What follows belongs to an exercise in optimizing a design on an open flow for small area, a short achievable clock period and few clock cycles; a production flow would make more cautious choices. Where RTL was checked, it was by simulation tests only, not by an equivalence proof against the original. The RTL of runs 2 and 3 was laid out without a check of its function. No activity file was given, so power comes from the tool's default toggle rates. The clock port is modelled as an ideal driver; clocking choices that lean on that would not hold on a real chip.

===== design/flow/flow/run.sh =====
#!/bin/bash
# Layout flow: the standard ORFS flow (standard.sh, with its standard
# synthesis) run whole, with two changes passed as ORFS variables:
#  - the port buffers that placement inserts are buf_2 cells instead of the
#    default choice (a slow delay cell), one per input and output port;
#  - clock tree synthesis clusters up to 30 sinks per leaf buffer and does not
#    insert dummy loads.
# make's full output goes to make.log here; ORFS keeps each step's log under
# orfs/logs/.
set -euo pipefail
bash standard.sh \
  "BUFFER_PORTS_ARGS=-buffer_cell sky130_fd_sc_hd__buf_2" \
  "CTS_ARGS=-sink_clustering_enable -repair_clock_nets -dont_use_dummy_load -sink_clustering_size 30 -sink_clustering_max_diameter 100" \
  finish > make.log 2>&1

===== design/flow/standard.sh =====
#!/bin/bash
# synth_recipe.tcl (not shown) runs the flow's synth.tcl, then flattens the netlist and writes it again
# the make line also repeats each setting of config.mk as NAME=value (left out here)
make -C /OpenROAD-flow-scripts/flow DESIGN_CONFIG=/design/flow/config.mk WORK_HOME=/design/flow/orfs CLKGATE_MAP_FILE= SYNTH_SCRIPT=/design/flow/synth_recipe.tcl "${@:-finish}"

===== design/flow/config.mk =====
export PLATFORM = sky130hd
export DESIGN_NAME = lbp_stream
export DESIGN_NICKNAME = lbp_stream
export VERILOG_FILES = /design/flow/design.v
export SDC_FILE = /design/flow/constraint.sdc
export NUM_CORES = 4
export LEC_CHECK = 0
export CAP_MARGIN = 20
export CORE_MARGIN = 2
export CORE_UTILIZATION = 55
export CTS_CLUSTER_DIAMETER = 100
export CTS_CLUSTER_SIZE = 30
export PLACE_DENSITY = 0.7
export SETUP_SLACK_MARGIN = 3.4
export SLEW_MARGIN = 20

===== design/flow/constraint.sdc =====
create_clock -name core_clock -period 5.7 [get_ports {clk}]
set_input_delay 1.1400 -clock core_clock [delete_from_list [all_inputs] [get_ports {clk}]]
set_output_delay 1.1400 -clock core_clock [all_outputs]
set_load 0.01 [all_outputs]

===== design/flow/design.v =====
`default_nettype none
package lbp_pkg;
    localparam int C_UP_BITS = 3;
    localparam int C_QDEPTH = 4;
endpackage
`default_nettype wire
`default_nettype none
module lbp_line_buffer #(
    parameter int DEPTH = 130,
    parameter int DW    = 8,
    parameter int UB    = 3
) (
    input  logic                  clk,
    input  logic                  load,
    input  logic [DW-1:0]         din,
    input  logic                  upd,
    input  logic [UB-1:0]         ub_in,
    output logic [DEPTH*DW-1:0]   pix,
    output logic [DEPTH*UB-1:0]   ub
);
    logic [DEPTH*DW-1:0] r_pix;
    logic [DEPTH*UB-1:0] r_ub;
    always_ff @(posedge clk) begin
        r_pix <= {r_pix[(DEPTH-1)*DW-1:0], (load ? din : r_pix[(DEPTH-1)*DW +: DW])};
        r_ub  <= {r_ub[(DEPTH-1)*UB-1:UB],
                  (upd ? ub_in : r_ub[0 +: UB]),
                  r_ub[(DEPTH-1)*UB +: UB]};
    end
    assign pix = r_pix;
    assign ub  = r_ub;
endmodule
`default_nettype wire
`default_nettype none
module lbp_stream #(
    parameter int IMG_W = 128,
    parameter int IMG_H = 128,
    parameter int DW    = 8,
    parameter int AW    = $clog2(IMG_W*IMG_H)
) (
    input  logic          clk,
    input  logic          reset,
    input  logic          gray_ready,
    input  logic [DW-1:0] thr,
    output logic          gray_req,
    output logic [AW-1:0] gray_addr,
    input  logic [DW-1:0] gray_data,
    output logic          lbp_valid,
    input  logic          lbp_ready,
    output logic [AW-1:0] lbp_addr,
    output logic [7:0]    lbp_data,
    output logic          finish
);
    localparam int CW    = $clog2(IMG_W);
    localparam int RW    = $clog2(IMG_H);
    localparam int RD    = IMG_W + 2;             
    localparam int PW    = $clog2(RD);
    localparam int UB    = lbp_pkg::C_UP_BITS;
    localparam int QD    = lbp_pkg::C_QDEPTH;
    logic             r_started;
    logic             r_req;
    logic [CW-1:0]    r_rcol;        
    logic [RW-1:0]    r_rrow;
    logic             r_rdone;       
    logic [PW-1:0]    r_ph;          
    logic             r_infl;        
    logic             r_req_code;    
    logic             r_infl_code;   
    logic [DW-1:0]    r_thr;
    logic [QD-1:0]    r_qn;          
    logic [QD-1:0]    r_cred;        
    logic             r_lbp_valid;
    logic [CW-1:0]    r_ocol;        
    logic [RW-1:0]    r_orow;
    logic             r_finish;
    logic [RD*DW-1:0]     w_pix;
    logic [RD*UB-1:0]     w_ub;
    logic [QD-1:0][7:0]   r_q;       
    logic [DW-1:0]        w_l [0:RD-1];
    logic [DW-1:0]        w_in;      
    logic [DW:0]          r_ref_c;   
    logic [DW:0]          r_ref_u;   
    logic [UB-1:0]        w_up_new;
    logic [7:0]           w_code;
    logic             w_push;
    logic             w_pop;
    logic             w_rlast;
    logic             w_rdone_nxt;
    logic             w_base;
    logic             w_cr;
    logic             w_ok_hold;
    logic             w_ok_pop;
    logic             w_req_nxt;
    logic [QD-1:0]    w_cred_hold;
    logic [QD-1:0]    w_cred_pop;
    logic [QD-1:0]    w_qn_hold;
    logic [QD-1:0]    w_qn_pop;
    for (genvar k = 0; k < RD; k++) begin : g_tap
        assign w_l[k] = w_pix[k*DW +: DW];
    end
    lbp_line_buffer #(
        .DEPTH (RD),
        .DW    (DW),
        .UB    (UB)
    ) u_ring (
        .clk   (clk),
        .load  (r_infl),
        .din   (gray_data),
        .upd   (r_infl),
        .ub_in (w_up_new),
        .pix   (w_pix),
        .ub    (w_ub)
    );
    assign w_in = r_infl ? gray_data : w_l[RD-1];
    always_ff @(posedge clk) begin
        r_ref_c <= {1'b0, w_l[IMG_W-1]} + {1'b0, r_thr};
        r_ref_u <= {1'b0, w_in} + {1'b0, r_thr};
    end
    assign w_up_new[0] = ({1'b0, w_l[IMG_W+1]} >= r_ref_u);
    assign w_up_new[1] = ({1'b0, w_l[IMG_W]}   >= r_ref_u);
    assign w_up_new[2] = ({1'b0, w_l[IMG_W-1]} >= r_ref_u);
    assign w_code[2:0] = w_ub[IMG_W*UB +: UB];
    assign w_code[3]   = ({1'b0, w_l[IMG_W+1]} >= r_ref_c);
    assign w_code[4]   = ({1'b0, w_l[IMG_W-1]} >= r_ref_c);
    assign w_code[5]   = ({1'b0, w_l[1]}       >= r_ref_c);
    assign w_code[6]   = ({1'b0, w_l[0]}       >= r_ref_c);
    assign w_code[7]   = ({1'b0, gray_data}    >= r_ref_c);
    assign w_push = r_infl_code;
    assign w_pop  = r_lbp_valid && lbp_ready;
    assign w_rlast     = (r_rrow == RW'(IMG_H-1)) && (r_rcol == CW'(IMG_W-1));
    assign w_rdone_nxt = r_rdone || (r_req && w_rlast);
    assign w_cr = r_req ? ((r_rrow >= RW'(2)) && (r_rcol >= CW'(1)) && (r_rcol <= CW'(IMG_W-2)))
                        : ((r_rrow >= RW'(2)) && (r_rcol >= CW'(2)));
    assign w_base      = r_started && !w_rdone_nxt && (r_ph == '0);
    assign w_ok_hold   = w_base && !r_cred[QD-1];
    assign w_ok_pop    = w_base;
    assign w_cred_hold = (w_ok_hold && w_cr) ? {r_cred[QD-2:0], 1'b1} : r_cred;
    assign w_cred_pop  = (w_ok_pop  && w_cr) ? r_cred : {1'b0, r_cred[QD-1:1]};
    assign w_req_nxt   = w_pop ? w_ok_pop : w_ok_hold;
    assign w_qn_hold   = w_push ? {r_qn[QD-2:0], 1'b1} : r_qn;
    assign w_qn_pop    = w_push ? r_qn : {1'b0, r_qn[QD-1:1]};
    always_ff @(posedge clk or posedge reset) begin
        if (reset) begin
            r_started   <= 1'b0;
            r_req       <= 1'b0;
            r_rdone     <= 1'b0;
            r_ph        <= '0;
            r_infl      <= 1'b0;
            r_req_code  <= 1'b0;
            r_infl_code <= 1'b0;
            r_cred      <= '0;
        end else begin
            if (gray_ready) r_started <= 1'b1;
            r_req   <= w_req_nxt;
            r_rdone <= w_rdone_nxt;
            if (w_req_nxt || !r_started || (r_ph == PW'(RD-1)))
                r_ph <= '0;
            else
                r_ph <= r_ph + PW'(1);
            r_infl      <= r_req;
            r_req_code  <= w_req_nxt && w_cr;
            r_infl_code <= r_req_code;
            r_cred      <= w_pop ? w_cred_pop : w_cred_hold;
        end
    end
    always_ff @(posedge clk) begin
        if (!r_started) begin
            r_rcol <= '0;
            r_rrow <= '0;
            r_ocol <= CW'(1);
            r_orow <= RW'(1);
        end else begin
            if (r_req) begin
                r_rcol <= r_rcol + CW'(1);
                if (r_rcol == CW'(IMG_W-1)) r_rrow <= r_rrow + RW'(1);
            end
            if (w_pop) begin
                if (r_ocol == CW'(IMG_W-2)) begin
                    r_ocol <= CW'(1);
                    r_orow <= r_orow + RW'(1);
                end else begin
                    r_ocol <= r_ocol + CW'(1);
                end
            end
        end
    end
    always_ff @(posedge clk) begin
        if (!r_started && gray_ready) r_thr <= thr;
    end
    logic [QD:0] w_qtop;
    assign w_qtop = {r_qn, 1'b1} & ~{1'b0, r_qn};
    always_ff @(posedge clk) begin
        for (int i = 0; i < QD; i++) begin
            if (w_pop) begin
                if (w_push && w_qtop[i+1])
                    r_q[i] <= w_code;
                else if (i < QD-1)
                    r_q[i] <= r_q[(i < QD-1) ? i+1 : i];
            end else if (w_push && w_qtop[i]) begin
                r_q[i] <= w_code;
            end
        end
    end
    always_ff @(posedge clk or posedge reset) begin
        if (reset) begin
            r_qn        <= '0;
            r_lbp_valid <= 1'b0;
            r_finish    <= 1'b0;
        end else begin
            r_qn        <= w_pop ? w_qn_pop : w_qn_hold;
            r_lbp_valid <= w_pop ? w_qn_pop[0] : w_qn_hold[0];
            if (w_pop && (r_orow == RW'(IMG_H-2)) && (r_ocol == CW'(IMG_W-2)))
                r_finish <= 1'b1;
        end
    end
    assign gray_req  = r_req;
    assign gray_addr = {r_rrow, r_rcol};
    assign lbp_valid = r_lbp_valid;
    assign lbp_addr  = {r_orow, r_ocol};
    assign lbp_data  = r_q[0];
    assign finish    = r_finish;
endmodule
`default_nettype wire

==> flow_metrics.tcl, run 1 <==
set metrics [dict create \
    gp_congestion 0.826 \
    hold_ws_ps 273 \
    path_buf_inv 1 \
    fmax_mhz 430 \
    p_per_area_mw_per_mm2 467 \
    io_buffers 58 \
    ys_ff_latch 1539 \
    crit_arrival_ps 1180 \
    final_antenna_net_count 0 \
    path_class "register to primary output" \
    synth_area_leaders "dfxtp_1 85%, ha_1 3.3%, edfxtp_1 2.0%" \
    die_area_mm2 0.0660 \
    synth_nets 2197 \
    synthDominantCellAreaShare_pct 84.9 \
    final_hold_viol_count 0 \
    finalCriticalPeriod_ps 2320 \
    clock_latency_ps 650 \
    crit_path_start_kind "register" \
    cpPeakStageDelay_ps 440 \
    p_leak_uw 0.0160 \
    grt_first_pass_wirelength_um 73400 \
    cpLargestDelayFamily "flip-flops" \
    hold_class "register to register" \
    finClkSkew_ps 63.7 \
    clk_path_buf_depth 3 \
    async_flop_share_pct 1.49 \
    wl_per_cell_um 14.5 \
    finalSetupViolCount 0 \
    hpwl_um 25500 \
    die_x_um 257 \
    drc 0 \
    tns_ps 0 \
    row_count 92 \
    seq_area_frac_synth_pct 88.6 \
    fin_crit_sh_pct 40.8 \
    cts_inserted_buffers 57 \
    first_global_vias 14100 \
    critPathMaxFanout 2 \
    start_util_pct 55.7 \
    ys_types 60 \
    synthToLayoutAreaGrowth_pct 10.2 \
    grt-ovfl-total 0 \
    final_core_util_pct 61.3 \
    cap_violations 0 \
    antenna_found_initial 3 \
    yosysWarnings 3 \
    viasPerCell 4.48 \
    crit_path_cell_trace "buf_6" \
    end_kind "primary output" \
    outcome "finished clean" \
    fillers 4524 \
    clkTransAtPathRegs_ps 110 \
    max_slew.worst_pin.slew_ps 740 \
    dr_total_vias 13800 \
    drive_gt1_share_pct 12.5 \
    dr.first_iter.drc_count 672 \
    cts_tree "done" \
    final_common_cell "dfxtp_1" \
    grt_use_total_pct 13.7 \
    cp_slowest_cell "dfrtp_2" \
    maxSlewHeadroom_pct 50.5 \
    core_mm2 0.0632 \
    synth_area_leader_cell "dfxtp_1" \
    synth_ff_type "dfxtp_1" \
    netlist_instances 2083 \
    cts.sinks 1539 \
    nets 2346 \
    htreeDepth 2 \
    die_h_um 257 \
    avgSynthCellArea_um2 16.9 \
    synth-edff-count 24 \
    drtPass1Iterations 4 \
    drv_slew 0 \
    io_pins 59 \
    irDropWorstVdd_uv 278 \
    grt_max_degree 31 \
    cts_root_buffer "clkbuf_16" \
    final_cell_mix "1,461 x dfxtp_1, 81 x ha_1, 57 x clkbuf_16, 47 x nor2_1, 47 x buf_4" \
    rsz0062_at_grt "true" \
    syn-cell-area_mm2 0.0352 \
    totalWireLength_um 44800 \
    worstPathRequired_ps 4560 \
]
Yosys cell counts, types with 15 or more instances:
master       n
a21o_1      20
a21oi_1     22
a221oi_1    15
and2_1      19
dfrtp_1     23
dfxtp_1   1492
edfxtp_1    24
ha_1        92
inv_1       44
mux2_2      22
nand2_1     34
nand2b_1    15
nand3_1     21
nor2_1      49
o21ai_0     28
xnor2_1     31
cell type report:
class | instances | area (um2) | share of cell area [%]
sequential | 1539 | 31300 | 80.7
timing repair buffer | 107 | 806 | 2.08
clock buffer | 57 | 1430 | 3.68
inverter | 44 | 179 | 0.462
antenna | 1 | 2.50 | 0.00646
tap | 846 | 1060 | 2.73
multi-input combinational | 483 | 4030 | 10.4
where the power goes:
| part | internal, uW | switching, uW |
|---|---|---|
| Sequential | 12200 | 414 |
| Combinational | 449 | 455 |
| Clock | 1800 | 2810 |
final timing paths:
check                      slack (ps)  depth (start not counted)               from           endpoint
setup / recovery                 3380                          1              r_req           gray_req
hold / removal                    270                          0  u_ring.r_pix[385]  u_ring.r_pix[393]
setup reg to reg                 3400                          8         r_ref_c[6]             r_q[3]
hold reg to reg                   270                          0  u_ring.r_pix[385]  u_ring.r_pix[393]
max in group asynchronous        4680                          2              reset             r_infl
min in group asynchronous         550                          2              reset            r_rdone
sequential cells by signal (all words and copies together) (netlist names), 8 cells and up:
| signal | count |
|---|---|
| r_q | 32 |
| u_ring.r_pix | 1040 |
| r_ref_c | 9 |
| r_ref_u | 9 |
| r_thr | 8 |
| u_ring.r_ub | 390 |
| r_ph | 8 |
per-layer routing:
metal | vias up | wire length, um | GRT usage (%)
li1 | 6948 | - | -
met1 | 6590 | 23900 | 20.8
met2 | 176 | 18400 | 19.9
met3 | 76 | 1510 | 2.35
met4 | 0 | 997 | 4.44
met5 | - | 0 | 0
per-stage QoR:
stage	power (uW)	setup slack (ps)	area [um2]	cells
2_1_floorplan	13200	3140	35300	2083
3_3_place_gp	13500	2810	36600	2970
3_5_place_dp	13500	2710	36600	2970
4_1_cts	18200	3330	38500	3062
5_1_grt	18900	3310	38800	3077
6_report	18100	3380	38800	3077
logic make-up (layout without fill, tap and decap cells):
family          count (synthesis)  after routing  synth area share [%]
flops                        1539           1539                  88.6
simple gates                  198            198                  3.00
compound gates                125            125                  2.48
fa+ha+maj                      94             94                  3.39
buf+inv                        61            208                 0.747
xor+xnor                       42             42                  1.05
mux                            24             24                 0.761
other cells                     0              1                     0
what timing repair did:
action / in CTS / in global routing
setup endpoints to repair: 67 / 67
buffers inserted: 35 / 14
gates resized for setup: 80 / 33
pin swaps: 1 / 6
hold buffers: 0 / 0
Testbench counts, summed over its fixed seeds: cycles 262,224.
==> inputs of run 2 (changes only) <==
--- a/design/flow/design.v
+++ b/design/flow/design.v
@@ -53,9 +53,19 @@
     localparam int CW    = $clog2(IMG_W);
     localparam int RW    = $clog2(IMG_H);
     localparam int RD    = IMG_W + 2;             
-    localparam int PW    = $clog2(RD);
+    localparam int PW    = 8;                     
     localparam int UB    = lbp_pkg::C_UP_BITS;
     localparam int QD    = lbp_pkg::C_QDEPTH;
+    function automatic logic [7:0] f_lfsr(input logic [7:0] v);
+        f_lfsr = {v[6:0], v[7] ^ v[5] ^ v[4] ^ v[3]};
+    endfunction
+    function automatic logic [7:0] f_lfsr_after(input logic [7:0] v, input int n);
+        f_lfsr_after = v;
+        for (int i = 0; i < n; i++)
+            f_lfsr_after = f_lfsr(f_lfsr_after);
+    endfunction
+    localparam logic [7:0] C_PH_FIRST = 8'h01;
+    localparam logic [7:0] C_PH_LAST  = f_lfsr_after(C_PH_FIRST, RD-1);
     logic             r_started;
     logic             r_req;
     logic [CW-1:0]    r_rcol;        
@@ -130,7 +140,7 @@
     assign w_rdone_nxt = r_rdone || (r_req && w_rlast);
     assign w_cr = r_req ? ((r_rrow >= RW'(2)) && (r_rcol >= CW'(1)) && (r_rcol <= CW'(IMG_W-2)))
                         : ((r_rrow >= RW'(2)) && (r_rcol >= CW'(2)));
-    assign w_base      = r_started && !w_rdone_nxt && (r_ph == '0);
+    assign w_base      = r_started && !w_rdone_nxt && (r_ph == C_PH_FIRST);
     assign w_ok_hold   = w_base && !r_cred[QD-1];
     assign w_ok_pop    = w_base;
     assign w_cred_hold = (w_ok_hold && w_cr) ? {r_cred[QD-2:0], 1'b1} : r_cred;
@@ -143,7 +153,6 @@
             r_started   <= 1'b0;
             r_req       <= 1'b0;
             r_rdone     <= 1'b0;
-            r_ph        <= '0;
             r_infl      <= 1'b0;
             r_req_code  <= 1'b0;
             r_infl_code <= 1'b0;
@@ -152,10 +161,6 @@
             if (gray_ready) r_started <= 1'b1;
             r_req   <= w_req_nxt;
             r_rdone <= w_rdone_nxt;
-            if (w_req_nxt || !r_started || (r_ph == PW'(RD-1)))
-                r_ph <= '0;
-            else
-                r_ph <= r_ph + PW'(1);
             r_infl      <= r_req;
             r_req_code  <= w_req_nxt && w_cr;
             r_infl_code <= r_req_code;
@@ -184,6 +189,12 @@
         end
     end
     always_ff @(posedge clk) begin
+        if (w_req_nxt || !r_started || (r_ph == C_PH_LAST))
+            r_ph <= C_PH_FIRST;
+        else
+            r_ph <= f_lfsr(r_ph);
+    end
+    always_ff @(posedge clk) begin
         if (!r_started && gray_ready) r_thr <= thr;
     end
     logic [QD:0] w_qtop;
==> flow_metrics.tcl, run 2 <==
set metrics [dict create \
    netlist_instances 2069 \
    synth-edff-count 24 \
    hold_path_startpoint "u_ring.r_pix[552]" \
    nets 2320 \
    antenna_found_initial 1 \
    viasPerCell 4.44 \
    cpPeakStageDelay_ps 440 \
    crit_path_start_kind "register" \
    rsz0062_at_grt "true" \
    cap_violations 0 \
    grt_use_total_pct 13.3 \
    worstRegToRegCells 7 \
    largest_reg_flops 1040 \
    use_met3_pct 2.80 \
    final_hold_viol_count 0 \
    fin_crit_sh_pct 40.7 \
    reg2reg_slack_ps 3480 \
    path_class "register to primary output" \
    fmax_mhz 431 \
    synth_area_leader_cell "dfxtp_1" \
    drtPass1Iterations 4 \
    ys_ff_latch 1539 \
    irDropWorstVdd_uv 260 \
    hpwl_um 24600 \
    postLayoutCellArea_mm2 0.0386 \
    dr.first_iter.drc_count 688 \
    synth_area_leaders "dfxtp_1 86%, ha_1 3.2%, edfxtp_1 2.1%" \
    largest-register "u_ring.r_pix" \
    row_count 92 \
    finClkSkew_ps 66.9 \
    start_util_pct 55.6 \
    final_cell_mix "1,470 x dfxtp_1, 80 x ha_1, 57 x clkbuf_16, 42 x nor2_1, 41 x buf_4" \
    clock_latency_ps 650 \
    clk_path_buf_depth 3 \
    grt_util_met1_pct 20.0 \
    r2r-start "r_ref_c[7]" \
    top_regs "u_ring.r_pix (1040), u_ring.r_ub (390), r_q (32)" \
    avgSynthCellArea_um2 16.9 \
    dr_total_vias 13600 \
    crit_path_cell_trace "buf_6" \
    syn-cell-area_mm2 0.0350 \
    final_common_cell "dfxtp_1" \
    core_mm2 0.0631 \
    worstPathRequired_ps 4560 \
    cts_tree "done" \
    synth_ff_type "dfxtp_1" \
    first_global_vias 13800 \
    p_leak_uw 0.0158 \
    io_buffers 58 \
    synthToLayoutAreaGrowth_pct 10.0 \
    hold_path_end "u_ring.r_pix[560]" \
    maxSlewHeadroom_pct 39.7 \
    critPathMaxFanout 2 \
    synthTopCellsByCount "1,500 x dfxtp_1, 89 x ha_1, 44 x nor2_1" \
    totalWireLength_um 43500 \
    yosysWarnings 3 \
    die_area_mm2 0.0658 \
    grt-ovfl-total 0 \
    r2r_end "r_q[30]" \
    p_per_area_mw_per_mm2 419 \
    grt_max_degree 31 \
    tns_ps 0 \
    max_slew.worst_pin.slew_ps 902 \
    cts_root_buffer "clkbuf_16" \
    crit_arrival_ps 1180 \
    setup_ws_ps 3380 \
    cpLargestDelayFamily "flip-flops" \
    synth_nets 2180 \
    grt_first_pass_wirelength_um 71700 \
    async_flop_share_pct 0.975 \
    cp_slowest_cell "dfrtp_2" \
    hold_depth 0 \
    drive_gt1_share_pct 12.1 \
    grt.busiest_layer "met1" \
    io_pins 59 \
    synthDominantCellAreaShare_pct 85.7 \
    finalCriticalPeriod_ps 2320 \
    outcome "finished clean" \
    synth_most_common_cell "dfxtp_1" \
    gp_congestion 0.774 \
    htreeDepth 2 \
    die_h_um 256 \
    placed_cell_area_mm2 0.0365 \
    final_antenna_net_count 0 \
    pre_cts_ws_ps 2780 \
    seq_area_frac_synth_pct 88.8 \
    clkTransAtPathRegs_ps 110 \
    wl_per_cell_um 14.2 \
    die_x_um 256 \
    path_buf_inv 1 \
    cts.sinks 1539 \
    end_kind "primary output" \
    drc 0 \
    finalSetupViolCount 0 \
    ys_types 59 \
    met2_usage_pct 19.4 \
    drv_slew 0 \
    cts_inserted_buffers 57 \
    hold_class "register to register" \
]
run 2: cell types whose count changed in the layout (fill, tap and decap cells not counted), moves of 6 or more:
cell | previous run | this run
nand2_1 | 33 | 39
dfxtp_1 | 1461 | 1470
o21ai_0 | 20 | 13
dfrtp_1 | 19 | 12
buf_4 | 47 | 41
run 2: power breakdown:
group / switching (uW) / total, uW / internal (uW)
Combinational: 161 / 363 / 201
Clock: 2840 / 4640 / 1800
Sequential: 123 / 11200 / 11000
run 2: per-stage QoR:
step / util [%] / instances / hold WS [ps] / total power, uW
after CTS: 60.8 / 3042 / 266 / 16300
after global placement: 57.8 / 2955 / 311 / 11700
after global routing: 61.1 / 3053 / 264 / 16700
final: 61.1 / 3054 / 269 / 16200
after floorplan: - / 2069 / 310 / 11600
after detailed placement: 57.8 / 2955 / 312 / 11700
run 2: metal layers:
metal	share of wire, %	routed length (um)
met5	0	0
met4	2.5	1080
met3	3.5	1510
met2	41	17600
met1	54	23300
run 2: worst max-delay path by stage:
stage,start,to,cells after the start
final,r_qn[0],lbp_valid,1
after global routing,r_qn[0],lbp_valid,1
after CTS,r_qn[0],lbp_valid,1
after detailed placement,lbp_ready,r_q[0],4
after global placement,gray_data[0],r_q[7],9
after floorplan,gray_data[1],r_ref_u[7],7
run 2: kinds of logic after synthesis:
family                   after synthesis  synth area share (%)
AO/OA/AOI/OAI                        120                  2.45
XOR/XNOR                              39                 0.975
adder cells (fa/ha/maj)               91                  3.29
buffers and inverters                 60                 0.743
flip-flops                          1539                  88.8
multiplexers                          24                 0.771
AND/OR/NAND/NOR                      196                  2.97
run 2: timing repair:
item | in CTS | in global routing
setup endpoints to repair | 51 | 54
hold buffers | 0 | 0
pin swaps | 1 | 5
gates resized for setup | 75 | 27
setup buffers | 30 | 11
run 2: cell type report:
class,count,area (um2)
Timing Repair Buffer,101,761
Tap cell,846,1060
Sequential cell,1539,31200
Inverter,40,156
Antenna cell,1,2.50
Multi-Input combinational cell,470,3940
Clock buffer,57,1430
Fill cell,4587,24500
==> inputs of run 3 (changes only) <==
--- a/design/flow/config.mk
+++ b/design/flow/config.mk
@@ -7,9 +7,9 @@
 export LEC_CHECK = 0
 export CAP_MARGIN = 20
 export CORE_MARGIN = 2
-export CORE_UTILIZATION = 55
+export CORE_UTILIZATION = 65
 export CTS_CLUSTER_DIAMETER = 100
 export CTS_CLUSTER_SIZE = 30
-export PLACE_DENSITY = 0.7
+export PLACE_DENSITY = 0.75
 export SETUP_SLACK_MARGIN = 3.4
 export SLEW_MARGIN = 20
==> flow_metrics.tcl, run 3 <==
set metrics [dict create \
    seqPwrFrac_pct 68.9 \
    clkTransAtPathRegs_ps 110 \
    netlist_instances 2069 \
    cts_root_buffer "clkbuf_16" \
    die_x_um 236 \
    start_util_pct 65.4 \
    end_kind "primary output" \
    clock_latency_ps 640 \
    htreeDepth 2 \
    crit_path_start_kind "register" \
    drtPass1Iterations 4 \
    crit_start "r_req" \
    worstPathRequired_ps 4560 \
    synth_area_leader_cell "dfxtp_1" \
    synthDominantCellAreaShare_pct 85.7 \
    r2r-start "r_ref_c[6]" \
    switchingPower_uw 3170 \
    tns_ps 0 \
    fmax_mhz 419 \
    rsz0062_at_grt "true" \
    p_int_uw 13000 \
    path_class "register to primary output" \
    final_common_cell "dfxtp_1" \
    postLayoutCellArea_mm2 0.0383 \
    outcome "finished clean" \
    die_h_um 236 \
    p_per_area_mw_per_mm2 423 \
    row_count 85 \
    synth_nets 2180 \
    top_regs "u_ring.r_pix (1040), u_ring.r_ub (390), r_q (32)" \
    finClkSkew_ps 47.9 \
    final_hold_viol_count 0 \
    yosysWarnings 3 \
    synth-edff-count 24 \
    grt_first_pass_wirelength_um 76200 \
    synthTopCellsByCount "1,500 x dfxtp_1, 89 x ha_1, 44 x nor2_1" \
    io_pins 59 \
    drv_slew 0 \
    cpPeakStageDelay_ps 480 \
    seq_area_frac_synth_pct 88.8 \
    die_area_mm2 0.0558 \
    pwr-share-clk_pct 28.9 \
    cts_inserted_buffers 57 \
    antenna_cells 0 \
    cap_violations 0 \
    cts.sinks 1539 \
    placed_cell_area_mm2 0.0363 \
    largest-register "u_ring.r_pix" \
    synth_most_common_cell "dfxtp_1" \
    dr.first_iter.drc_count 708 \
    crit_arrival_ps 1250 \
    grt-ovfl-total 0 \
    synth_area_leaders "dfxtp_1 86%, ha_1 3.2%, edfxtp_1 2.1%" \
    viasPerCell 4.71 \
    first_global_vias 14200 \
    p_leak_uw 0.0158 \
    finalSetupViolCount 0 \
    path_buf_inv 1 \
    antenna_found_initial 0 \
    hold_path_startpoint "u_ring.r_pix[224]" \
    wl_per_cell_um 16.1 \
    syn-cell-area_mm2 0.0350 \
    maxSlewHeadroom_pct 37.2 \
    drc 0 \
    clk_path_buf_depth 3 \
    switching_share_pct 19.6 \
    gp_congestion 0.809 \
    irDropWorstVdd_uv 258 \
    dr_total_vias 13600 \
    hold_class "register to register" \
    hpwl_um 25300 \
    totalWireLength_um 46600 \
    ys_types 59 \
    synth_ff_type "dfxtp_1" \
    cp_slowest_cell "dfrtp_2" \
    hold_ws_ps 274 \
    critPathMaxFanout 2 \
    finalCriticalPeriod_ps 2390 \
    largest_reg_flops 1040 \
    final_antenna_net_count 0 \
    final_core_util_pct 71.4 \
    async_flop_share_pct 0.975 \
    cts_tree "done" \
    fin_crit_sh_pct 41.9 \
    power_frac_comb_pct 2.2 \
    core_mm2 0.0536 \
    ys_ff_latch 1539 \
    synthToLayoutAreaGrowth_pct 9.17 \
    cpLargestDelayFamily "flip-flops" \
    drive_gt1_share_pct 12.1 \
    max_slew.worst_pin.slew_ps 940 \
    crit_path_cell_trace "buf_6" \
    grt_use_total_pct 17.2 \
    grt_max_degree 31 \
    avgSynthCellArea_um2 16.9 \
    nets 2314 \
    hold_buffers 0 \
    final_cell_mix "1,470 x dfxtp_1, 79 x ha_1, 57 x clkbuf_16, 45 x buf_2, 43 x nor2_1" \
    io_buffers 58 \
]
==> run 3: cell types whose count changed in the layout (fill, tap and decap cells not counted), moves of 2 or more <==
| cell | previous run | this run |
|---|---|---|
| buf_2 | 35 | 45 |
| buf_4 | 41 | 35 |
| buf_6 | 24 | 15 |
| inv_1 | 37 | 35 |
| inv_2 | 1 | 3 |
==> run 3: per-stage QoR <==
stage / instances / setup WS (ps) / total power [uW]
after global placement: 2803 / 2670 / 11700
final: 2897 / 3310 / 16200
after CTS: 2893 / 3270 / 16300
after floorplan: 2069 / 3140 / 11600
after detailed placement: 2803 / 2580 / 11700
after global routing: 2897 / 3260 / 16700
==> run 3: metal layers <==
metal	up-vias	wire length, um	track usage, %
met4	0	1230	5.56
met5	-	0	0
met1	6487	23000	24.9
met2	200	20700	26.8
li1	6860	-	-
met3	87	1720	2.76
==> run 3: cell type report <==
| class | instances | area (um2) |
|---|---|---|
| sequential | 1539 | 31200 |
| fill | 3270 | 15300 |
| multi-input combinational | 470 | 3940 |
| clock buffer | 57 | 1430 |
| tap | 696 | 871 |
| timing repair buffer | 95 | 657 |
| inverter | 40 | 156 |
==> run 3: repair_timing <==
action / in CTS / in global routing
setup buffers: 33 / 4
endpoints found under the setup margin: 71 / 35
pin swaps: 0 / 3
resized for setup: 71 / 26
==> run 3: path summary, 6_finish.rpt <==
kind | end | slack [ps] | cells past startpoint
worst max-delay path | gray_req | 3310 | 1
worst min-delay path | u_ring.r_pix[232] | 270 | 0
worst max register to register | r_q[7] | 3420 | 8
worst min register to register | u_ring.r_pix[232] | 270 | 0
max in group asynchronous | r_infl | 4440 | 2
min in group asynchronous | r_infl | 670 | 2
==> run 3: logic make-up after synthesis <==
group | Yosys count | share of synthesized area [%]
AOI/OAI and AO/OA | 120 | 2.45
xor gates and xnor gates | 39 | 0.975
adders and majority gates | 91 | 3.29
buffers and inverters | 60 | 0.743
DFF | 1539 | 88.8
muxes | 24 | 0.771
and+or+nand+nor | 196 | 2.97
==> run 3: power groups by stage <==
stage / registers [uW] / logic [uW] / clock network [uW]
2_1_floorplan: 11400 / 208 / 0
3_5_place_dp: 11400 / 287 / 0
6_report: 11200 / 351 / 4680
3_3_place_gp: 11400 / 263 / 0
4_1_cts: 11200 / 342 / 4810
5_1_grt: 11200 / 392 / 5160
==> inputs of run 4 (changes only) <==
--- a/design/flow/design.v
+++ b/design/flow/design.v
@@ -62,7 +62,8 @@
     function automatic logic [7:0] f_lfsr_after(input logic [7:0] v, input int n);
         f_lfsr_after = v;
         for (int i = 0; i < n; i++)
-            f_lfsr_after = f_lfsr(f_lfsr_after);
+            f_lfsr_after = {f_lfsr_after[6:0], f_lfsr_after[7] ^ f_lfsr_after[5] ^
+                            f_lfsr_after[4] ^ f_lfsr_after[3]};
     endfunction
     localparam logic [7:0] C_PH_FIRST = 8'h01;
     localparam logic [7:0] C_PH_LAST  = f_lfsr_after(C_PH_FIRST, RD-1);
--- a/design/flow/config.mk
+++ b/design/flow/config.mk
@@ -7,9 +7,9 @@
 export LEC_CHECK = 0
 export CAP_MARGIN = 20
 export CORE_MARGIN = 2
-export CORE_UTILIZATION = 65
+export CORE_UTILIZATION = 55
 export CTS_CLUSTER_DIAMETER = 100
 export CTS_CLUSTER_SIZE = 30
-export PLACE_DENSITY = 0.75
-export SETUP_SLACK_MARGIN = 3.4
+export PLACE_DENSITY = 0.7
+export SETUP_SLACK_MARGIN = 3.5
 export SLEW_MARGIN = 20
==> flow_metrics.tcl, run 4 <==
set metrics [dict create \
    outcome "finished clean" \
    ys_types 59 \
    clkTransAtPathRegs_ps 110 \
    tns_ps 0 \
    dpl.cell_count 2955 \
    antenna_cells 0 \
    cap_violations 0 \
    synth-edff-count 24 \
    first_global_vias 13900 \
    wl_per_cell_um 14.4 \
    irDropWorstVdd_uv 224 \
    wl_met1_um 23000 \
    largest-register "u_ring.r_pix" \
    maxSlewHeadroom_pct 36.3 \
    row_count 92 \
    synthDominantCellAreaShare_pct 85.7 \
    end_kind "primary output" \
    final_core_util_pct 61.5 \
    gp_congestion 0.774 \
    p_per_area_mw_per_mm2 416 \
    crit_arrival_ps 1250 \
    met3_wirelength_um 1620 \
    drv_slew 0 \
    hpwl_um 25200 \
    finalSetupViolCount 0 \
    ys_ff_latch 1539 \
    top_regs "u_ring.r_pix (1040), u_ring.r_ub (390), r_q (32)" \
    htreeDepth 2 \
    async_flop_share_pct 0.975 \
    die_h_um 256 \
    path_buf_inv 1 \
    nets 2326 \
    final_cell_mix "1,468 x dfxtp_1, 78 x ha_1, 57 x clkbuf_16, 43 x buf_4, 42 x nor2_1" \
    p_leak_uw 0.0159 \
    hold_class "register to register" \
    path_class "register to primary output" \
    viasPerCell 4.45 \
    worstPathRequired_ps 4560 \
    grt_max_degree 31 \
    final_cell_count_no_fill 3059 \
    clock_latency_ps 640 \
    core_mm2 0.0631 \
    avgSynthCellArea_um2 16.9 \
    synth_area_leader_cell "dfxtp_1" \
    clk_path_buf_depth 3 \
    io_buffers 58 \
    synth_nets 2180 \
    synth_ff_type "dfxtp_1" \
    synthTopCellsByCount "1,500 x dfxtp_1, 89 x ha_1, 44 x nor2_1" \
    netlist_instances 2069 \
    cts_tree "done" \
    max_slew.worst_pin.slew_ps 954 \
    start_util_pct 55.6 \
    finClkSkew_ps 43.2 \
    cts_root_buffer "clkbuf_16" \
    final_hold_viol_count 0 \
    cts.sinks 1539 \
    fmax_mhz 419 \
    largest_reg_flops 1040 \
    die_x_um 256 \
    totalWireLength_um 44100 \
    final_antenna_net_count 0 \
    reg2reg_slack_ps 3490 \
    io_pins 59 \
    yosysWarnings 3 \
    synth_area_leaders "dfxtp_1 86%, ha_1 3.2%, edfxtp_1 2.1%" \
    drtPass1Iterations 4 \
    syn-cell-area_mm2 0.0350 \
    cp_slowest_cell "dfrtp_2" \
    critPathMaxFanout 2 \
    drive_gt1_share_pct 13.2 \
    power_uw 16200 \
    antenna_found_initial 1 \
    drc 0 \
    final_common_cell "dfxtp_1" \
    die_area_mm2 0.0658 \
    synthToLayoutAreaGrowth_pct 10.7 \
    grt_use_total_pct 13.7 \
    grt_first_pass_wirelength_um 73300 \
    wl_met2_um 18200 \
    cts_inserted_buffers 57 \
    cpPeakStageDelay_ps 480 \
    dr.first_iter.drc_count 564 \
    dr_total_vias 13600 \
    fin_crit_sh_pct 41.9 \
    crit_path_start_kind "register" \
    cpLargestDelayFamily "flip-flops" \
    finalCriticalPeriod_ps 2390 \
    crit_path_cell_trace "buf_6" \
    grt-ovfl-total 0 \
    synth_most_common_cell "dfxtp_1" \
    seq_area_frac_synth_pct 88.8 \
    rsz0062_at_grt "true" \
    top_layer "met4" \
]
run 4: cell counts after synthesis:
No cell type changed its count.
run 4: worst paths after layout:
kind,startpoint,end,depth (start not counted)
worst max-delay path,r_req,gray_req,1
worst min-delay path,u_ring.r_pix[921],u_ring.r_pix[929],0
worst max register to register,r_ref_c[7],r_q[5],9
worst min register to register,u_ring.r_pix[921],u_ring.r_pix[929],0
max in group asynchronous,reset,r_infl,2
min in group asynchronous,reset,r_rdone,2
run 4: logic make-up (layout without fill, tap and decap cells):
kind of cell / count (synthesis) / count (layout) / share of synthesized area, %
AO/OA/AOI/OAI: 120 / 120 / 2.45
XOR/XNOR: 39 / 39 / 0.975
adder cells (fa/ha/maj): 91 / 91 / 3.29
buffers and inverters: 60 / 204 / 0.743
flip-flops: 1539 / 1539 / 88.8
multiplexers: 24 / 24 / 0.771
AND/OR/NAND/NOR: 196 / 196 / 2.97
run 4: what timing repair did:
action | in CTS | in global routing
setup endpoints to repair | 67 | 67
resized for setup | 106 | 34
pin swaps | 1 | 10
setup buffers | 43 | 4
hold buffers | 0 | 0
run 4: area by class of cell:
cell class                      count  area (um2)
Timing Repair Buffer              107         887
Tap cell                          846        1060
Inverter                           40         160
Clock buffer                       57        1430
Fill cell                        4528       24300
Sequential cell                  1539       31200
Multi-Input combinational cell    470        4060
run 4: per-stage QoR:
| stage | hold slack (ps) | setup WS (ps) | instance area (um2) |
|---|---|---|---|
| floorplan | 310 | 3140 | 35300 |
| global placement | 313 | 2790 | 36500 |
| detailed placement | 312 | 2820 | 36500 |
| CTS | 312 | 3250 | 38600 |
| global route | 317 | 3250 | 38800 |
| finish | 317 | 3310 | 38800 |
run 4: power by group:
part	switching, uW	internal, uW
combinational	158	206
sequential	123	11000
clock	2840	1800
total	3120	13000
run 4: worst reg2reg max path, stage by stage (launching register included):
cell	delay [ps]
dfxtp_2	360
clkinvlp_4	150
buf_6	150
buf_6	110
ha_4	220
and3_4	160
a221oi_4	270
o21ai_4	140
nor2b_4	160
mux2_4	280
run 4: per-layer routing:
layer / global-route usage [%] / vias to the layer above
li1: - / 6898
met1: 20.7 / 6465
met2: 19.9 / 160
met3: 2.34 / 91
met4: 4.88 / 0
met5: 0 / -
Testbench counts of run 4, summed over its fixed seeds: cycles 262,224.
==> inputs of run 5 (changes only) <==
--- a/design/flow/config.mk
+++ b/design/flow/config.mk
@@ -10,6 +10,7 @@
 export CORE_UTILIZATION = 55
 export CTS_CLUSTER_DIAMETER = 100
 export CTS_CLUSTER_SIZE = 30
+export GPL_TIMING_DRIVEN = 0
 export PLACE_DENSITY = 0.7
-export SETUP_SLACK_MARGIN = 3.5
+export SETUP_SLACK_MARGIN = 3.4
 export SLEW_MARGIN = 20
==> flow_metrics.tcl, run 5 <==
set metrics [dict create \
    outcome "finished clean" \
    synth_most_common_cell "dfxtp_1" \
    reg2reg_slack_ps 3480 \
    largest_reg_flops 1040 \
    finalCriticalPeriod_ps 2420 \
    grt_first_pass_wirelength_um 71600 \
    first_global_vias 14100 \
    finalSetupViolCount 0 \
    r2r_end "r_ref_u[6]" \
    hold_class "register to register" \
    start_util_pct 55.6 \
    grt-ovfl-total 0 \
    drtPass1Iterations 4 \
    finClkSkew_ps 48.9 \
    drc 0 \
    placed_cell_area_mm2 0.0366 \
    clkTransAtPathRegs_ps 110 \
    core_mm2 0.0631 \
    avgSynthCellArea_um2 16.9 \
    cts_inserted_buffers 57 \
    grt.busiest_layer "met2" \
    switching_share_pct 19.3 \
    p_per_area_mw_per_mm2 418 \
    antenna_found_initial 0 \
    ys_types 59 \
    yosysWarnings 3 \
    r2r-start "r_infl" \
    maxSlewHeadroom_pct 39.5 \
    crit_arrival_ps 1280 \
    cts_tree "done" \
    io_buffers 57 \
    p_leak_uw 0.0159 \
    irDropWorstVdd_uv 316 \
    htreeDepth 2 \
    hold_path_startpoint "u_ring.r_pix[320]" \
    ys_ff_latch 1539 \
    die_h_um 256 \
    viasPerCell 4.41 \
    totalWireLength_um 42800 \
    tns_ps 0 \
    cpPeakStageDelay_ps 420 \
    cts.sinks 1539 \
    met2_usage_pct 19.6 \
    cap_violations 0 \
    hold_depth 0 \
    final_cell_mix "1,471 x dfxtp_1, 81 x ha_1, 57 x clkbuf_16, 42 x nor2_1" \
    nets 2330 \
    gp_congestion 0.801 \
    cp_slowest_cell "edfxtp_1" \
    cts_root_buffer "clkbuf_16" \
    wl_per_cell_um 14.0 \
    worstPathRequired_ps 4560 \
    final_core_util_pct 61.1 \
    die_x_um 256 \
    end_kind "primary output" \
    cpLargestDelayFamily "flip-flops" \
    crit_path_cell_trace "buf_6, buf_6" \
    synth-edff-count 24 \
    top_regs "u_ring.r_pix (1040), u_ring.r_ub (390), r_q (32)" \
    synthTopCellsByCount "1,500 x dfxtp_1, 89 x ha_1, 44 x nor2_1" \
    grt_util_met1_pct 19.6 \
    synthDominantCellAreaShare_pct 85.7 \
    clock_latency_ps 650 \
    clk_path_buf_depth 3 \
    grt_max_degree 31 \
    row_count 92 \
    final_hold_viol_count 0 \
    pwr-share-clk_pct 28.7 \
    netlist_instances 2069 \
    final_antenna_net_count 0 \
    fmax_mhz 413 \
    drv_slew 0 \
    critPathMaxFanout 1 \
    async_flop_share_pct 0.975 \
    synth_nets 2180 \
    rsz0062_at_grt "true" \
    dr.first_iter.drc_count 606 \
    fin_crit_sh_pct 42.5 \
    p_int_uw 13000 \
    crit_path_start_kind "register" \
    synthToLayoutAreaGrowth_pct 10.0 \
    path_buf_inv 2 \
    syn-cell-area_mm2 0.0350 \
    grt_use_total_pct 13.3 \
    switchingPower_uw 3110 \
    path_class "register to primary output" \
    seq_area_frac_synth_pct 88.8 \
    final_common_cell "dfxtp_1" \
    seqPwrFrac_pct 69.1 \
    drive_gt1_share_pct 12.0 \
    max_slew.worst_pin.slew_ps 906 \
    hpwl_um 24700 \
    worstRegToRegCells 8 \
    synth_ff_type "dfxtp_1" \
    synth_area_leaders "dfxtp_1 86%, ha_1 3.2%, edfxtp_1 2.1%" \
    hold_path_end "u_ring.r_pix[328]" \
    dr_total_vias 13500 \
    die_area_mm2 0.0658 \
    synth_area_leader_cell "dfxtp_1" \
    power_frac_comb_pct 2.2 \
    use_met3_pct 2.48 \
    postLayoutCellArea_mm2 0.0386 \
    antenna_cells 0 \
    cpMostUsedCell "buf_6" \
    largest-register "u_ring.r_pix" \
    io_pins 59 \
]
==> run 5: cell type report <==
class | instances | area (um2)
fillers | 4623 | 24500
inverters | 40 | 153
multi-input cells | 470 | 3880
repair buffers | 91 | 697
well taps | 846 | 1060
flip-flops and latches | 1539 | 31200
plain buffers | 20 | 151
clock buffers | 57 | 1430
==> run 5: power by group through the flow <==
stage	sequential, uW	clock, uW	combinational, uW
after global routing	11200	5160	388
after detailed placement	11400	0	290
after CTS	11100	4810	346
final	11100	4630	349
after global placement	11400	0	271
after floorplan	11400	0	208
==> run 5: layer usage <==
metal  up-vias  share of wire [%]
met3        80                3.9
met5         -                  0
li1       6897                  -
met4         0                2.8
met1      6389                 52
met2       146                 41
==> run 5: kinds of logic (layout without fill, tap and decap cells) <==
| kind of cell | Yosys count | after routing | share of synthesized area [%] |
|---|---|---|---|
| DFF | 1539 | 1539 | 88.8 |
| and+or+nand+nor | 196 | 196 | 2.97 |
| AOI/OAI and AO/OA | 120 | 120 | 2.45 |
| adders and majority gates | 91 | 91 | 3.29 |
| buffers and inverters | 60 | 208 | 0.743 |
| xor gates and xnor gates | 39 | 39 | 0.975 |
| muxes | 24 | 24 | 0.771 |
==> run 5: worst max-delay path by stage <==
| stage | start | cells after the start | to | slack, ps |
|---|---|---|---|---|
| after floorplan | gray_data[1] | 7 | r_ref_u[7] | 3140 |
| after global placement | gray_data[0] | 9 | r_q[7] | 2740 |
| after detailed placement | gray_data[6] | 7 | r_q[7] | 2730 |
| after CTS | r_q[7] | 2 | lbp_data[7] | 3220 |
| after global routing | r_q[7] | 2 | lbp_data[7] | 3210 |
| final | r_q[7] | 2 | lbp_data[7] | 3280 |
==> run 5: per-stage QoR <==
stage	setup WS [ps]	hold slack [ps]	total power, uW	instances
finish	3280	287	16100	3063
global route	3210	296	16700	3063
CTS	3220	291	16300	3057
detailed placement	2730	312	11700	2972
global placement	2740	310	11700	2972
floorplan	3140	310	11600	2069
==> run 5: worst reg2reg max path, stage by stage, from the launching register on <==
cell      delay (ps)
dfrtp_2          500
buf_8            180
mux2_4           340
fa_2             360
a21o_1           180
a21oi_2          160
o21bai_1         110
a21oi_2          190
xnor2_1          160
==> run 5: timing repair <==
action                                  4_1_cts  5_1_grt
gates resized for setup                      81       15
endpoints found under the hold margin         0        0
endpoints found under the setup margin       54       39
pin swaps                                     0        8
buffers inserted                             28        6
hold buffers                                  0        0
==> inputs of run 6 (changes only) <==
--- a/design/flow/config.mk
+++ b/design/flow/config.mk
@@ -10,7 +10,6 @@
 export CORE_UTILIZATION = 55
 export CTS_CLUSTER_DIAMETER = 100
 export CTS_CLUSTER_SIZE = 30
-export GPL_TIMING_DRIVEN = 0
 export PLACE_DENSITY = 0.7
 export SETUP_SLACK_MARGIN = 3.4
 export SLEW_MARGIN = 20
==> flow_metrics.tcl, run 6 <==
set metrics [dict create \
    totalWireLength_um 43500 \
    synth_area_leader_cell "dfxtp_1" \
    netlist_instances 2069 \
    io_buffers 58 \
    clock_latency_ps 650 \
    rsz0062_at_grt "true" \
    cts_root_buffer "clkbuf_16" \
    end_kind "primary output" \
    p_per_area_mw_per_mm2 419 \
    multi_input_area_mm2 0.00394 \
    cts.sinks 1539 \
    avgSynthCellArea_um2 16.9 \
    crit_path_start_kind "register" \
    antenna_found_initial 1 \
    grt_first_pass_wirelength_um 71700 \
    cpPeakStageDelay_ps 440 \
    synth-edff-count 24 \
    worstPathRequired_ps 4560 \
    first_global_vias 13800 \
    io_pins 59 \
    crit_path_cell_trace "buf_6" \
    synth_ff_type "dfxtp_1" \
    grt_max_degree 31 \
    postLayoutCellArea_mm2 0.0386 \
    final_core_util_pct 61.1 \
    die_x_um 256 \
    outcome "finished clean" \
    cp_slowest_cell "dfrtp_2" \
    clkTransAtPathRegs_ps 110 \
    clk_path_buf_depth 3 \
    final_hold_viol_count 0 \
    maxSlewHeadroom_pct 39.7 \
    hold_class "register to register" \
    irDropWorstVdd_uv 260 \
    row_count 92 \
    nets 2320 \
    start_util_pct 55.6 \
    dr.first_iter.drc_count 688 \
    cap_violations 0 \
    final_antenna_net_count 0 \
    synth_area_leaders "dfxtp_1 86%, ha_1 3.2%, edfxtp_1 2.1%" \
    tns_ps 0 \
    cts_tree "done" \
    seq_area_frac_synth_pct 88.8 \
    grt_use_total_pct 13.3 \
    ys_ff_latch 1539 \
    final_cell_mix "1,470 x dfxtp_1, 80 x ha_1, 57 x clkbuf_16, 42 x nor2_1, 41 x buf_4" \
    core_mm2 0.0631 \
    drc 0 \
    syn-cell-area_mm2 0.0350 \
    synth_most_common_cell "dfxtp_1" \
    path_class "register to primary output" \
    fillers 4587 \
    async_flop_share_pct 0.975 \
    synthTopCellsByCount "1,500 x dfxtp_1, 89 x ha_1, 44 x nor2_1" \
    top_regs "u_ring.r_pix (1040), u_ring.r_ub (390), r_q (32)" \
    finalSetupViolCount 0 \
    final_common_cell "dfxtp_1" \
    p_leak_uw 0.0158 \
    ys_types 59 \
    finalCriticalPeriod_ps 2320 \
    fin_crit_sh_pct 40.7 \
    power_uw 16200 \
    grt-ovfl-total 0 \
    placed_cell_area_mm2 0.0365 \
    synthToLayoutAreaGrowth_pct 10.0 \
    finClkSkew_ps 66.9 \
    path_buf_inv 1 \
    dr_total_vias 13600 \
    largest_reg_flops 1040 \
    largest-register "u_ring.r_pix" \
    die_area_mm2 0.0658 \
    hpwl_um 24600 \
    gp_congestion 0.774 \
    seq_area_mm2 0.0312 \
    cpLargestDelayFamily "flip-flops" \
    max_slew.worst_pin.slew_ps 902 \
    synthDominantCellAreaShare_pct 85.7 \
    critPathMaxFanout 2 \
    drv_slew 0 \
    drive_gt1_share_pct 12.1 \
    crit_arrival_ps 1180 \
    htreeDepth 2 \
    yosysWarnings 3 \
    wl_per_cell_um 14.2 \
    viasPerCell 4.44 \
    cts_inserted_buffers 57 \
    fmax_mhz 431 \
    hold_ws_ps 269 \
    synth_nets 2180 \
    die_h_um 256 \
    drtPass1Iterations 4 \
]
==> run 6: cell counts after synthesis <==
No cell type changed its count.
==> run 6: stage by stage <==
| stage | setup WS, ps | instances |
|---|---|---|
| finish | 3380 | 3054 |
| global route | 3320 | 3053 |
| detailed placement | 2780 | 2955 |
| floorplan | 3140 | 2069 |
| CTS | 3320 | 3042 |
| global placement | 2790 | 2955 |
==> run 6: repair_timing <==
action                                  4_1_cts  5_1_grt
hold endpoints to repair                      0        0
endpoints found under the setup margin       51       54
hold buffers                                  0        0
setup buffers                                30       11
pin swaps                                     1        5
cloned                                        0        0
gates resized for setup                      75       27
==> run 6: power by group <==
part	leakage (uW)	switching, uW	internal (uW)
clock	0.000702	2840	1800
sequential	0.0126	123	11000
combinational	0.00257	161	201
total	0.0158	3120	13000
==> run 6: final cells by class <==
type	instances	area share (%)
sequential	1539	80.9
inverter	40	0.406
timing repair buffer	101	1.97
antenna	1	0.00649
multi-input combinational	470	10.2
tap	846	2.74
clock buffer	57	3.70
==> run 6: path summary, 6_finish.rpt <==
kind                                        start                end  slack [ps]  depth (start not counted)
worst max-delay path                      r_qn[0]          lbp_valid        3380                          1
worst min register to register  u_ring.r_pix[552]  u_ring.r_pix[560]         270                          0
worst min-delay path            u_ring.r_pix[552]  u_ring.r_pix[560]         270                          0
max in group asynchronous                   reset             r_infl        4440                          2
min in group asynchronous                   reset            r_qn[2]         670                          2
worst max register to register         r_ref_c[7]            r_q[30]        3480                          7
==> run 6: logic make-up after synthesis <==
logic type / after synthesis / synth area share [%]
AOI/OAI and AO/OA: 120 / 2.45
xor gates and xnor gates: 39 / 0.975
adders and majority gates: 91 / 3.29
buffers and inverters: 60 / 0.743
DFF: 1539 / 88.8
muxes: 24 / 0.771
and+or+nand+nor: 196 / 2.97
==> run 6: layer usage <==
metal | wire (um) | GRT usage, % | vias to the layer above
li1 | - | - | 6880
met4 | 1080 | 3.89 | 0
met2 | 17600 | 19.4 | 155
met3 | 1510 | 2.80 | 83
met1 | 23300 | 20.0 | 6436
met5 | 0 | 0 | -
==> inputs of run 7 (changes only) <==
--- a/design/flow/config.mk
+++ b/design/flow/config.mk
@@ -7,9 +7,9 @@
 export LEC_CHECK = 0
 export CAP_MARGIN = 20
 export CORE_MARGIN = 2
-export CORE_UTILIZATION = 55
+export CORE_UTILIZATION = 50
 export CTS_CLUSTER_DIAMETER = 100
 export CTS_CLUSTER_SIZE = 30
-export PLACE_DENSITY = 0.7
+export PLACE_DENSITY = 0.6
 export SETUP_SLACK_MARGIN = 3.4
 export SLEW_MARGIN = 20
==> flow_metrics.tcl, run 7 <==
set metrics [dict create \
    power_uw 16200 \
    cp_slowest_cell "dfrtp_2" \
    crit_path_cell_trace "buf_6" \
    hold_path_startpoint "u_ring.r_pix[176]" \
    die_h_um 269 \
    synthTopCellsByCount "1,500 x dfxtp_1, 89 x ha_1, 44 x nor2_1" \
    cts.sinks 1539 \
    worstPathRequired_ps 4560 \
    hold_buffers 0 \
    pre_cts_ws_ps 2510 \
    seq_area_frac_synth_pct 88.8 \
    largest_reg_flops 1040 \
    grt_max_degree 31 \
    drtPass1Iterations 4 \
    finalCriticalPeriod_ps 2380 \
    dr.first_iter.drc_count 500 \
    synth_area_leaders "dfxtp_1 86%, ha_1 3.2%, edfxtp_1 2.1%" \
    cts_root_buffer "clkbuf_16" \
    yosysWarnings 3 \
    drive_gt1_share_pct 12.4 \
    syn-cell-area_mm2 0.0350 \
    top_regs "u_ring.r_pix (1040), u_ring.r_ub (390), r_q (32)" \
    max_slew.worst_pin.slew_ps 1080 \
    synthDominantCellAreaShare_pct 85.7 \
    clk_path_buf_depth 3 \
    first_global_vias 13700 \
    final_cell_mix "1,469 x dfxtp_1, 80 x ha_1, 58 x clkbuf_16" \
    netlist_instances 2069 \
    p_per_area_mw_per_mm2 418 \
    io_pins 59 \
    end_kind "primary output" \
    finalSetupViolCount 0 \
    fmax_mhz 420 \
    hold_class "register to register" \
    largest-register "u_ring.r_pix" \
    die_x_um 269 \
    outcome "finished clean" \
    tns_ps 0 \
    grt_use_total_pct 12.2 \
    synth_area_leader_cell "dfxtp_1" \
    setup_ws_ps 3320 \
    wl_per_cell_um 13.7 \
    die_area_mm2 0.0722 \
    hold_ws_ps 288 \
    ys_types 59 \
    synth_ff_type "dfxtp_1" \
    worstRegToRegCells 8 \
    totalWireLength_um 43100 \
    fin_crit_sh_pct 41.7 \
    hpwl_um 24900 \
    crit_start "r_req" \
    grt-ovfl-total 0 \
    viasPerCell 4.32 \
    grt_first_pass_wirelength_um 71000 \
    async_flop_share_pct 0.975 \
    core_mm2 0.0697 \
    hold_depth 0 \
    final_core_util_pct 55.5 \
    clock_latency_ps 640 \
    cts_inserted_buffers 58 \
    rsz0062_at_grt "true" \
    cpPeakStageDelay_ps 480 \
    htreeDepth 2 \
    start_util_pct 50.3 \
    nets 2319 \
    r2r-start "r_ref_c[7]" \
    final_common_cell "dfxtp_1" \
    drv_slew 0 \
    synth_nets 2180 \
    crit_arrival_ps 1240 \
    path_class "register to primary output" \
    path_buf_inv 1 \
    synth_most_common_cell "dfxtp_1" \
    gp_congestion 0.751 \
    crit_path_start_kind "register" \
    finClkSkew_ps 48.9 \
    ys_ff_latch 1539 \
    final_antenna_net_count 0 \
    antenna_cells 0 \
    final_hold_viol_count 0 \
    irDropWorstVdd_uv 274 \
    synth-edff-count 24 \
    p_leak_uw 0.0158 \
    critPathMaxFanout 2 \
    synthToLayoutAreaGrowth_pct 10.3 \
    clkTransAtPathRegs_ps 110 \
    worstSetupPathDepth 1 \
    avgSynthCellArea_um2 16.9 \
    drc 0 \
    cap_violations 0 \
    row_count 97 \
    io_buffers 58 \
    cts_tree "done" \
    dr_total_vias 13600 \
    cpLargestDelayFamily "flip-flops" \
    maxSlewHeadroom_pct 27.9 \
    antenna_found_initial 1 \
]
[run 7: cell counts after synthesis]
Identical to the previous run, type by type.
[run 7: power by group]
part	internal (uW)	switching [uW]	leakage [uW]	total (uW)
clock	1830	2830	0.000715	4660
sequential	11000	119	0.0126	11100
combinational	186	160	0.00255	346
[run 7: what timing repair did]
item | 4_1_cts | 5_1_grt
setup endpoints to repair | 68 | 47
setup buffers | 32 | 8
pin swaps | 0 | 3
resized for setup | 77 | 26
[run 7: layout make-up]
| class | count | area, um2 |
|---|---|---|
| flip-flops and latches | 1539 | 31200 |
| fillers | 5507 | 31000 |
| multi-input cells | 470 | 3950 |
| clock buffers | 58 | 1450 |
| well taps | 940 | 1180 |
| repair buffers | 99 | 694 |
| inverters | 40 | 156 |
[run 7: worst paths after layout]
path	endpoint	slack, ps
setup / recovery	gray_req	3320
hold / removal	u_ring.r_pix[184]	290
setup reg to reg	r_q[27]	3410
hold reg to reg	u_ring.r_pix[184]	290
max in group asynchronous	r_infl	4490
min in group asynchronous	r_infl	650
[run 7: layer usage]
metal,wire length [um],vias up,GRT usage [%]
li1,-,6878,-
met1,22800,6459,18.3
met5,0,-,0
met3,1530,84,2.26
met2,17500,157,17.8
met4,1270,0,4.35
[run 7: per-stage QoR]
stage	area (um2)	cells
floorplan	35200	2069
global placement	36600	3048
detailed placement	36600	3048
CTS	38500	3138
global route	38600	3146
finish	38600	3146
[run 7: worst reg2reg max path: cells and delay by family, from the launching register on]
kind / cells / cell delay, ps
mux: 1 / 280
compound gates: 2 / 430
simple gates: 2 / 400
flops: 1 / 360
buf+inv: 2 / 250
fa+ha+maj: 1 / 320
[run 7: logic make-up (layout without fill, tap and decap cells)]
logic type | count (synthesis) | count (layout) | synth area share, %
flops | 1539 | 1539 | 88.8
simple gates | 196 | 196 | 2.97
compound gates | 120 | 120 | 2.45
fa+ha+maj | 91 | 91 | 3.29
buf+inv | 60 | 197 | 0.743
xor+xnor | 39 | 39 | 0.975
mux | 24 | 24 | 0.771

## what the ideal ports hide
No port has a modelled driver above. Below, the same layouts with a new extraction and two added sets of constraints. Step 1 assumes that a clkbuf_16 drives the clock port and a buf_2 every other input. Step 2 adds t to the input delays and takes it off the output delays; t is the mean of the earliest and latest rising clock arrival at the registers after step 1. Input paths then give back, and output paths get back, about the clock's delay inside the block. Three values: no drivers, after step 1, after step 2; two values: the first two.
run | t (ns) | slack for setup (ns) | clock arrival spread, ns
run 1 | 0.678 | 3.376 / 3.320 / 2.853 | 0.070 / 0.070
run 2 | 0.657 | 3.382 / 3.325 / 2.848 | 0.115 / 0.114
run 3 | 0.679 | 3.314 / 3.256 / 2.848 | 0.061 / 0.061
run 4 | 0.673 | 3.311 / 3.252 / 2.902 | 0.043 / 0.044
run 5 | 0.670 | 3.280 / 3.222 / 2.766 | 0.070 / 0.070
run 6 | 0.657 | 3.382 / 3.325 / 2.848 | 0.115 / 0.114
run 7 | 0.678 | 3.322 / 3.261 / 2.790 | 0.051 / 0.050
After both steps setup and hold are still met in every run listed.
